Background: an optimization exercise with open tools, aiming at small area and a short achievable clock period. Do not read the settings as production practice.
The RTL was checked by simulation tests, not by an equivalence proof against the original design.
Power and IR drop assume default switching activity.

## build 31
## pam4_link
module pam4_link (
    input  logic        clk,
    input  logic        rstn,
    input  logic        symbol_valid,
    input  logic [1:0]  symbol,
    input  logic [5:0]  noise,
    output logic        sample_valid,
    output logic [7:0]  sample_level,
    output logic        decision_valid,
    output logic [1:0]  decision_symbol
);
Settings: LEC_CHECK=0, CAP_MARGIN=20, CORE_AREA=2.5 2.5 62.5 62.5, DIE_AREA=0 0 65 65, SLEW_MARGIN=20; clock period 13.0 ns.
standard.sh (not shown) runs the stock make flow with config.mk's settings and CLKGATE_MAP_FILE= SYNTH_SCRIPT=/design/flow/synth_recipe.tcl, a recipe that flattens the netlist after the stock synthesis.
==> flow/flow/run.sh <==
#!/bin/bash
# Own layout flow: the standard flow (standard.sh) with three changes.
#  1. The technology-mapping abc call of the standard synthesis script uses flow/map.abc,
#     an area-oriented mapping script, instead of ORFS's abc script. Everything else in
#     synthesis (registers, their names and cells, flattening, renaming) is the standard flow's own.
#  2. No half/full adder cell extraction: abc maps all combinational logic.
#  3. Port buffers are plain buf_1 cells rather than the delay cells buffer_ports picks.
# The make output goes to make_finish.log; ORFS keeps each tool's log under orfs/logs.
set -euo pipefail
WORK=$(pwd)
FLOWDIR=$(cd "$(dirname "${BASH_SOURCE[0]}")" && pwd)
export OWN_ABC_SCRIPT=$FLOWDIR/map.abc
{
  echo 'proc abc {args} {'
  echo '  set i [lsearch -exact $args -script]'
  echo '  if {$i >= 0} { lset args [expr {$i + 1}] $::env(OWN_ABC_SCRIPT) }'
  echo '  yosys abc {*}$args'
  echo '}'
  cat "$WORK/synth_recipe.tcl"
} > "$WORK/own_synth.tcl"
export CTS_ARGS="-sink_clustering_enable -repair_clock_nets -dont_use_dummy_load"
export BUFFER_PORTS_ARGS="-inputs -outputs -buffer_cell sky130_fd_sc_hd__buf_1"
bash standard.sh SYNTH_SCRIPT="$WORK/own_synth.tcl" ADDER_MAP_FILE= finish > make_finish.log 2>&1
==> flow/flow/map.abc <==
strash
dch
map -D 900
topo
Build 31 ended with every stage complete and zero timing, DRC or antenna violations.
The inputs of build 65 differ from those of build 31 as listed below.
- a deleted CORE_AREA that had been 2.5 2.5 62.5 62.5
- an added CORE_MARGIN of 2
- an added CORE_UTILIZATION of 40
- a deleted DIE_AREA that had been 0 0 65 65
--- a/flow/flow/run.sh
+++ b/flow/flow/run.sh
@@ -21 +20,0 @@
-export CTS_ARGS="-sink_clustering_enable -repair_clock_nets -dont_use_dummy_load"
@@ -23 +22 @@
-bash standard.sh SYNTH_SCRIPT="$WORK/own_synth.tcl" ADDER_MAP_FILE= finish > make_finish.log 2>&1
+bash standard.sh SYNTH_SCRIPT="$WORK/own_synth.tcl" ADDER_MAP_FILE= SETUP_SLACK_MARGIN=9.6 finish > make_finish.log 2>&1
==> flow/flow/map.abc <==
strash
dch
amap
topo
--- outcome ---
Build 65 finished every step from synthesis to the final layout, and the layout passed the timing, design-rule and antenna checks. The worst setup path startpoint comes out symbol[1] in one run and symbol[0] in the other, namely in build 65 and build 31 respectively. Sort build 65 and build 31 by sequential share of layout area, descending, and build 31 comes first. Looking at worst-case reg-to-reg path depth, build 65 sits above build 31. Delta (build 65 minus build 31): setup slack lost 0.21 ns; clock transition at the register clock pins on the worst setup and hold paths after CTS roughly the same; cell area after layout moved up; multi-input gate area in the final layout went up.
Input changes introduced in build 71 (baseline for comparison: build 65):
- setting CORE_AREA to 2.5 2.5 62.5 62.5 for the first time
- removing CORE_UTILIZATION (formerly 40)
- setting DIE_AREA to 0 0 65 65 for the first time
- removing CORE_MARGIN (formerly 2)
--- a/flow/flow/run.sh
+++ b/flow/flow/run.sh
@@ -20,0 +21 @@
+export CTS_ARGS="-sink_clustering_enable -repair_clock_nets -dont_use_dummy_load"
@@ -22 +23 @@
-bash standard.sh SYNTH_SCRIPT="$WORK/own_synth.tcl" ADDER_MAP_FILE= SETUP_SLACK_MARGIN=9.6 finish > make_finish.log 2>&1
+bash standard.sh SYNTH_SCRIPT="$WORK/own_synth.tcl" ADDER_MAP_FILE= finish > make_finish.log 2>&1
==> run notes <==
Delta (build 71 minus build 65): complex-gate fraction of the synthesized area now sits at about the same level; final-layout setup total negative slack now sits at about the same level; wire length of the first global-routing pass now sits lower.
In the tables for build 65 and build 71, minimum clock period reads lower with build 65.
| clock input transition at the sequential cells of the worst setup and hold paths | build 71 vs build 65 | ≈ equal |
Taking build 65 over build 71, the total power ratio works out to 1.3.
For build 74, these inputs were changed with respect to build 71:
--- a/flow/flow/run.sh
+++ b/flow/flow/run.sh
@@ -23 +23 @@
-bash standard.sh SYNTH_SCRIPT="$WORK/own_synth.tcl" ADDER_MAP_FILE= finish > make_finish.log 2>&1
+bash standard.sh SYNTH_SCRIPT="$WORK/own_synth.tcl" ADDER_MAP_FILE= SETUP_SLACK_MARGIN=9.08 finish > make_finish.log 2>&1
==> flow/flow/map.abc <==
strash
dch
map -D 900
topo
Notes after the runs:
Build 71: no failed stages, no open violations at the end
Per the final summary, build 74 finished and its layout is clean on timing, DRC and antenna.
Build 74 ended with more total internal power than build 71.
Compared to build 71, build 74 has worst hold slack 0.021 ns lower.
Summary of build 74 over build 71: wire length now smaller; layout-stage area growth over the synthesis result went up by 0.57 points.


== oak ==
Starting RTL as in the previous note.
// pam4_link
module pam4_link (
    input  logic        clk,
    input  logic        rstn,
    input  logic        symbol_valid,
    input  logic [1:0]  symbol,
    input  logic [5:0]  noise,
    output logic        sample_valid,
    output logic [7:0]  sample_level,
    output logic        decision_valid,
    output logic [1:0]  decision_symbol
);
==> flow/config.mk <==
export PLATFORM = sky130hd
export DESIGN_NAME = pam4_link
export DESIGN_NICKNAME = pam4_link
export VERILOG_FILES = /design/flow/design.v
export SDC_FILE = /design/flow/constraint.sdc
export NUM_CORES = 4
export LEC_CHECK = 0
export CAP_MARGIN = 20
export CORE_AREA = 2.5 2.5 62.5 62.5
export DIE_AREA = 0 0 65 65
export PLACE_DENSITY = 0.85
export SLEW_MARGIN = 20
==> flow/constraint.sdc <==
create_clock -name core_clock -period 13.0 [get_ports {clk}]
set_input_delay 2.6000 -clock core_clock [delete_from_list [all_inputs] [get_ports {clk}]]
set_output_delay 2.6000 -clock core_clock [all_outputs]
set_load 0.01 [all_outputs]
==> flow/flow/run.sh <==
#!/bin/bash
# Own layout flow: the standard flow (standard.sh), run whole, with these changes.
#  1. Synthesis is the standard script (synth_recipe.tcl) except for its technology-mapping
#     abc call, which runs flow/map.abc (strash; dch; map -D 900) instead of ORFS's abc script.
#     Registers, their names and cells, flattening and renaming are the standard synthesis's.
#  2. No half/full adder cell extraction (ADDER_MAP_FILE empty): abc maps all the logic.
#  3. Port buffers are buf_1 cells rather than the delay cells buffer_ports picks by default.
#  4. CTS without dummy loads (-dont_use_dummy_load); otherwise ORFS's default CTS arguments.
#  5. repair_timing aims for a setup margin of 9.1 ns (SETUP_SLACK_MARGIN), so it also sizes
#     up the few gates on the slowest input-to-register paths. The SDC and clock period are
#     the standard flow's, unchanged.
# The make output goes to make_finish.log; ORFS keeps each tool's own log under orfs/logs.
set -euo pipefail
WORK=$(pwd)
FLOWDIR=$(cd "$(dirname "${BASH_SOURCE[0]}")" && pwd)
export OWN_ABC_SCRIPT=$FLOWDIR/map.abc
{
  echo 'proc abc {args} {'
  echo '  set i [lsearch -exact $args -script]'
  echo '  if {$i >= 0} { lset args [expr {$i + 1}] $::env(OWN_ABC_SCRIPT) }'
  echo '  yosys abc {*}$args'
  echo '}'
  cat "$WORK/synth_recipe.tcl"
} > "$WORK/own_synth.tcl"
export CTS_ARGS="-sink_clustering_enable -repair_clock_nets -dont_use_dummy_load"
export BUFFER_PORTS_ARGS="-inputs -outputs -buffer_cell sky130_fd_sc_hd__buf_1"
bash standard.sh SYNTH_SCRIPT="$WORK/own_synth.tcl" ADDER_MAP_FILE= SETUP_SLACK_MARGIN=9.1 finish > make_finish.log 2>&1
==> flow/flow/map.abc <==
strash
dch
map -D 900
topo
[inputs] pine vs oak
- an added CORE_MARGIN of 2
- a deleted DIE_AREA that had been 0 0 65 65
- a deleted CORE_AREA that had been 2.5 2.5 62.5 62.5
- an added CORE_UTILIZATION of 40
- a deleted PLACE_DENSITY that had been 0.85
==> flow/flow/run.sh <==
#!/bin/bash
# Own layout flow: the standard flow (standard.sh) with three changes.
#  1. The technology-mapping abc call of the standard synthesis script uses flow/map.abc,
#     an area-oriented mapping script, instead of ORFS's abc script. Everything else in
#     synthesis (registers, their names and cells, flattening, renaming) is the standard flow's own.
#  2. No half/full adder cell extraction: abc maps all combinational logic.
#  3. Port buffers are plain buf_1 cells rather than the delay cells buffer_ports picks.
# The make output goes to make_finish.log; ORFS keeps each tool's log under orfs/logs.
set -euo pipefail
WORK=$(pwd)
FLOWDIR=$(cd "$(dirname "${BASH_SOURCE[0]}")" && pwd)
export OWN_ABC_SCRIPT=$FLOWDIR/map.abc
{
  echo 'proc abc {args} {'
  echo '  set i [lsearch -exact $args -script]'
  echo '  if {$i >= 0} { lset args [expr {$i + 1}] $::env(OWN_ABC_SCRIPT) }'
  echo '  yosys abc {*}$args'
  echo '}'
  cat "$WORK/synth_recipe.tcl"
} > "$WORK/own_synth.tcl"
export BUFFER_PORTS_ARGS="-inputs -outputs -buffer_cell sky130_fd_sc_hd__buf_1"
bash standard.sh SYNTH_SCRIPT="$WORK/own_synth.tcl" ADDER_MAP_FILE= finish > make_finish.log 2>&1
==> flow/flow/map.abc <==
strash
dch
map -a
topo
==> run notes <==
Count of cells along the worst register-to-register path up 3 in pine wrt oak
Compared with oak, pine shows a measured slew at the worst slew-check pin that is 0.040 ns higher.
Compared with oak, pine shows a share of the final layout cell area in sequential cells that is 1.7 points higher.
Wire: pine routes less than oak
Setup changes, pine to birch
- a deleted CORE_MARGIN that had been 2
- an added DIE_AREA of 0 0 65 65
- a deleted CORE_UTILIZATION that had been 40
- an added CORE_AREA of 2.5 2.5 62.5 62.5
--- a/flow/flow/run.sh
+++ b/flow/flow/run.sh
@@ -19,4 +19,5 @@
   cat "$WORK/synth_recipe.tcl"
 } > "$WORK/own_synth.tcl"
+export CTS_ARGS="-sink_clustering_enable -repair_clock_nets -dont_use_dummy_load -sink_clustering_size 30 -sink_clustering_max_diameter 200 -buf_list sky130_fd_sc_hd__clkbuf_8 -root_buf sky130_fd_sc_hd__clkbuf_8"
 export BUFFER_PORTS_ARGS="-inputs -outputs -buffer_cell sky130_fd_sc_hd__buf_1"
 bash standard.sh SYNTH_SCRIPT="$WORK/own_synth.tcl" ADDER_MAP_FILE= finish > make_finish.log 2>&1
==> flow/flow/map.abc <==
strash
dch
map -D 900
topo
Results
- Clock network contribution to total cell area: birch and pine compared, higher one is birch
- birch vs pine: die width up
- Changes observed in birch relative to pine: met2 wire length now larger; design area now larger; total power after layout now larger.
#### Input delta (maple over birch)
--- a/flow/flow/run.sh
+++ b/flow/flow/run.sh
@@ -19,5 +19,5 @@
   cat "$WORK/synth_recipe.tcl"
 } > "$WORK/own_synth.tcl"
-export CTS_ARGS="-sink_clustering_enable -repair_clock_nets -dont_use_dummy_load -sink_clustering_size 30 -sink_clustering_max_diameter 200 -buf_list sky130_fd_sc_hd__clkbuf_8 -root_buf sky130_fd_sc_hd__clkbuf_8"
+export CTS_ARGS="-sink_clustering_enable -repair_clock_nets -dont_use_dummy_load"
 export BUFFER_PORTS_ARGS="-inputs -outputs -buffer_cell sky130_fd_sc_hd__buf_1"
-bash standard.sh SYNTH_SCRIPT="$WORK/own_synth.tcl" ADDER_MAP_FILE= finish > make_finish.log 2>&1
+bash standard.sh SYNTH_SCRIPT="$WORK/own_synth.tcl" ADDER_MAP_FILE= SETUP_SLACK_MARGIN=9.1 finish > make_finish.log 2>&1
==> flow/flow/map.abc <==
&get -n
&st
&dch
&nf -D 900
&put
topo
==> run notes <==
Lower power share of the combinational group was reported by birch, not maple.
In the metrics for birch and maple, the one carrying the lower final weighted congestion in routability-driven placement is birch.
Looking only at mux cell area share after synthesis, and setting everything else aside, the lower value of birch and maple goes to birch.
maple — relative max-transition margin 3.4 points lower, birch as reference
> inputs changed (maple -> cedar)
==> flow/flow/run.sh <==
#!/bin/bash
# Own layout flow: the standard flow (standard.sh), run whole, with these changes.
#  1. Synthesis is the standard script (synth_recipe.tcl) except for its technology-mapping
#     abc call, which runs flow/map.abc (strash; dch; map -D 900) instead of ORFS's abc script.
#     Registers, their names and cells, flattening and renaming are the standard synthesis's.
#  2. No half/full adder cell extraction (ADDER_MAP_FILE empty): abc maps all the logic.
#  3. Port buffers are buf_1 cells rather than the delay cells buffer_ports picks by default.
#  4. CTS without dummy loads (-dont_use_dummy_load); otherwise ORFS's default CTS arguments.
#  5. repair_timing aims for a setup margin of 9.1 ns (SETUP_SLACK_MARGIN), so it also sizes
#     up the few gates on the slowest input-to-register paths. The SDC and clock period are
#     the standard flow's, unchanged.
# The make output goes to make_finish.log; ORFS keeps each tool's own log under orfs/logs.
set -euo pipefail
WORK=$(pwd)
FLOWDIR=$(cd "$(dirname "${BASH_SOURCE[0]}")" && pwd)
export OWN_ABC_SCRIPT=$FLOWDIR/map.abc
{
  echo 'proc abc {args} {'
  echo '  set i [lsearch -exact $args -script]'
  echo '  if {$i >= 0} { lset args [expr {$i + 1}] $::env(OWN_ABC_SCRIPT) }'
  echo '  yosys abc {*}$args'
  echo '}'
  cat "$WORK/synth_recipe.tcl"
} > "$WORK/own_synth.tcl"
export CTS_ARGS="-sink_clustering_enable -repair_clock_nets -dont_use_dummy_load"
export BUFFER_PORTS_ARGS="-inputs -outputs -buffer_cell sky130_fd_sc_hd__buf_1"
bash standard.sh SYNTH_SCRIPT="$WORK/own_synth.tcl" ADDER_MAP_FILE= SETUP_SLACK_MARGIN=9.1 finish > make_finish.log 2>&1
==> flow/flow/map.abc <==
strash
dch
map -D 900
topo
Notes after the runs:
Taking maple as 1.0, cedar lands at 1.5 on amount of wire on met3 after detailed routing.
cedar ends up with higher sequential share of layout area than maple does.
Final critical-path share of the clock period (lower): cedar

-- static timing again, ports no longer ideal --
The flow's constraints put no driver on any port. The routed layouts listed below were extracted and timed again, unchanged, in two steps.
Step 1, drivers: a clkbuf_16 drives clk and a buf_2 each remaining input, both assumed.
Step 2 times the ports against the registers' clock, not the clock port: input delays grow and output delays shrink by t, the midpoint of the rising clock arrivals with the driver on.
Three values: ideal ports, drivers, drivers and shift; two values: the first two.
run | shift t [ns] | setup slack, ns | hold WS [ns]
build 31 | 0.289 | 9.139 / 9.133 / 8.844 | 0.483 / 0.483 / 0.483
build 65 | 0.290 | 8.928 / 8.905 / 8.614 | 0.494 / 0.494 / 0.494
build 71 | 0.286 | 8.590 / 8.592 / 8.306 | 0.503 / 0.503 / 0.503
build 74 | 0.288 | 9.268 / 9.263 / 8.974 | 0.482 / 0.482 / 0.482
oak | 0.286 | 9.258 / 9.257 / 8.971 | 0.485 / 0.485 / 0.485
pine | 0.284 | 8.567 / 8.566 / 8.281 | 0.495 / 0.495 / 0.495
birch | 0.261 | 9.099 / 9.095 / 8.834 | 0.479 / 0.479 / 0.479
maple | 0.283 | 8.948 / 8.933 / 8.650 | 0.533 / 0.533 / 0.533
cedar | 0.288 | 9.268 / 9.263 / 8.974 | 0.482 / 0.482 / 0.482
After both steps every run listed still meets setup and hold. For build 65, which loses most, drivers alone change the setup slack by -0.023 ns; drivers and shift together by -0.314 ns.
